Context: an optimization exercise on an open-source flow, tuned for small area. The choices shown serve that exercise and are no tape-out recipe.
Function was checked by simulation only, so behaviour that the tests miss may differ from the original.

Setup of job 101:
==> flow/design.v (excerpt) <==
module wb_regfile #(
    parameter int DATA_W = 32,
    parameter int ADDR_W = 5,
    parameter int CNT_W  = 16
) (
    input  logic              clk,
    input  logic              rst,
    input  logic              we,
    input  logic [ADDR_W-1:0] waddr,
    input  logic [DATA_W-1:0] wdata,
    input  logic              re1,
    input  logic [ADDR_W-1:0] raddr1,
    output logic [DATA_W-1:0] rdata1,
    input  logic              re2,
    input  logic [ADDR_W-1:0] raddr2,
    output logic [DATA_W-1:0] rdata2,
    output logic              trace_valid,
    output logic [ADDR_W-1:0] trace_waddr,
    output logic [DATA_W-1:0] trace_wdata,
    output logic [CNT_W-1:0]  commit_cnt
);
    localparam int NREGS = 2**ADDR_W;
    logic                         commit, commit_n;
    logic [NREGS-1:1]             wsel, wsel_n;
    logic [NREGS-1:1]             valid;
    logic [NREGS-1:1][DATA_W-1:0] mem, mem_d;
    logic [NREGS-1:1]             rsel1, rsel2;
    logic [DATA_W-1:0][NREGS-1:1] col;
    logic [ADDR_W-1:0]            trace_waddr_d;
    logic [DATA_W-1:0]            trace_wdata_d;
    assign commit   = we && (waddr != '0);
    assign commit_n = !commit;
    genvar i, b;
    generate
        for (i = 1; i < NREGS; i++) begin : g_ent
            assign wsel[i]   = we && (waddr == ADDR_W'(i));
            assign wsel_n[i] = !wsel[i];
            for (b = 0; b < DATA_W; b++) begin : g_bit
                wb_rf_ld u_ld (
                    .s(wsel[i]), .d(wdata[b]), .sn(wsel_n[i]), .q(mem[i][b]),
                    .y(mem_d[i][b])
                );
                assign col[b][i] = mem[i][b];
            end
            always_ff @(posedge clk) begin
                mem[i] <= mem_d[i];
            end
            always_ff @(posedge clk or posedge rst) begin
                if (rst)          valid[i] <= 1'b0;
  ...
For scale: ~3,300 cells after synthesis, roughly 1,100 flip-flops, roughly 170 I/O pins.
==> flow/config.mk <==
export PLATFORM = sky130hd
export DESIGN_NAME = wb_regfile
export DESIGN_NICKNAME = wb_regfile
export VERILOG_FILES = /design/flow/design.v
export SDC_FILE = /design/flow/constraint.sdc
export NUM_CORES = 4
export LEC_CHECK = 0
export CAP_MARGIN = 20
export CORE_MARGIN = 2
export CORE_UTILIZATION = 40
export SLEW_MARGIN = 20
export SYNTH_HIERARCHICAL = 1
==> flow/constraint.sdc <==
create_clock -name core_clock -period 8.0 [get_ports {clk}]
set_input_delay 1.6000 -clock core_clock [delete_from_list [all_inputs] [get_ports {clk}]]
set_output_delay 1.6000 -clock core_clock [all_outputs]
set_load 0.01 [all_outputs]
standard.sh (not shown) runs the stock make flow with config.mk's settings and CLKGATE_MAP_FILE= SYNTH_SCRIPT=/design/flow/synth_recipe.tcl, a recipe that flattens the netlist after the stock synthesis.
==> flow/flow/run.sh <==
#!/bin/bash
# The standard ORFS layout (standard.sh, standard synthesis unchanged),
# with two changes to the steps after placement:
# - port buffers use the smallest buffer, sky130_fd_sc_hd__buf_1;
# - CTS clusters up to 25 flip-flops per leaf buffer within 100 um and adds
#   no dummy loads.
# Each tool's full output is in the ORFS logs under orfs/logs/; make's own
# output is in standard_run.log.
set -euo pipefail
export CTS_ARGS="-sink_clustering_enable -repair_clock_nets -dont_use_dummy_load -sink_clustering_size 25 -sink_clustering_max_diameter 100"
export BUFFER_PORTS_ARGS="-buffer_cell sky130_fd_sc_hd__buf_1"
bash standard.sh > standard_run.log 2>&1
Job 101 | status: complete | timing, DRC, antenna: pass
The inputs of job 102 differ from those of job 101 as listed below.
==> flow/flow/run.sh <==
#!/bin/bash
# Standard ORFS layout, with two changes: CTS is told not to add dummy
# loads, and the port buffers use the smallest buffer.
set -e
cp standard.sh standard_sh.log
cp config.mk config_mk.log
export CTS_ARGS="-sink_clustering_enable -repair_clock_nets -dont_use_dummy_load"
export BUFFER_PORTS_ARGS="-buffer_cell sky130_fd_sc_hd__buf_1"
bash standard.sh > standard_run.log 2>&1
Changes observed in job 102 relative to job 101: post-route antenna net violation count stayed essentially flat; core utilization rose by 1.6 points; met1 capacity usage during global routing stayed essentially flat; aggregate global routing overflow stayed essentially flat.
diff inputs: job 102 => job 103
- putting CTS_BUF_LIST at sky130_fd_sc_hd__clkbuf_4 where nothing was set
- putting CTS_CLUSTER_SIZE at 20 where nothing was set
==> flow/run.sh (new file) <==
#!/bin/bash
# synth_recipe.tcl (not shown) runs the flow's synth.tcl, then flattens the netlist and writes it again
# the make line also repeats each setting of config.mk as NAME=value (left out here)
make -C /OpenROAD-flow-scripts/flow DESIGN_CONFIG=/design/flow/config.mk WORK_HOME=/design/flow/orfs CLKGATE_MAP_FILE= SYNTH_SCRIPT=/design/flow/synth_recipe.tcl finish
removed: flow/flow/run.sh
removed: flow/standard.sh
Findings:
- Status | job 103 and job 102 | clean
- Re maximum root-to-sink buffer count: job 103 is 1 up on job 102.
- Diff job 102 -> job 103 | filler-free cell count of the finished design | increase of 8.6%
- On die outline area, job 103 and job 102 are neck and neck.
- Job 102 leaves more setup margin than job 103.
- Delta (job 103 minus job 102): sequential portion of the cell area shows a reduction of 2.0 points; wire length shows an increase of about 2.6%.
Changes in job 104 relative to job 103:
- CTS_CLUSTER_SIZE removed (was 20)
- CTS_BUF_LIST removed (was sky130_fd_sc_hd__clkbuf_4)
==> results.txt <==
- Job 104 vs. job 103: routed wirelength normalized by instance count rose by 4.6%, cell area rose by 0.33%, number of filler instances in the final layout fell by 2.6%.

==> port drivers added, routing unchanged <==
In the flow no input, the clock included, has a driving cell. The finished layouts below were timed again as built, in two steps.
Step 1 sets driving cells, clkbuf_16 on the clock port and buf_2 on the other inputs (assumed; they add their load-dependent delay and slew).
Step 2 also shifts input and output timing later by t, the mid clock arrival at the registers, as if the neighbouring blocks saw the same clock.
Three values: ideal, step 1, step 2; two values: the first two.
| run | t, ns | setup WS [ns] | clock arrival spread, ns | slew at the worst register clock pin (ns) | cell pins on the clock port's net |
|---|---|---|---|---|---|
| job 101 | 0.717 | 1.493 / 1.470 / 1.470 | 0.082 / 0.081 | 0.11 / 0.11 | 1 |
| job 102 | 0.747 | 1.485 / 1.462 / 1.462 | 0.075 / 0.074 | 0.07 / 0.07 | 1 |
| job 103 | 1.218 | 0.797 / 0.774 / 0.774 | 0.098 / 0.098 | 0.08 / 0.08 | 1 |
| job 104 | 0.774 | 0.764 / 0.741 / 0.741 | 0.029 / 0.029 | 0.07 / 0.07 | 1 |
After both steps every run listed still meets setup and hold.
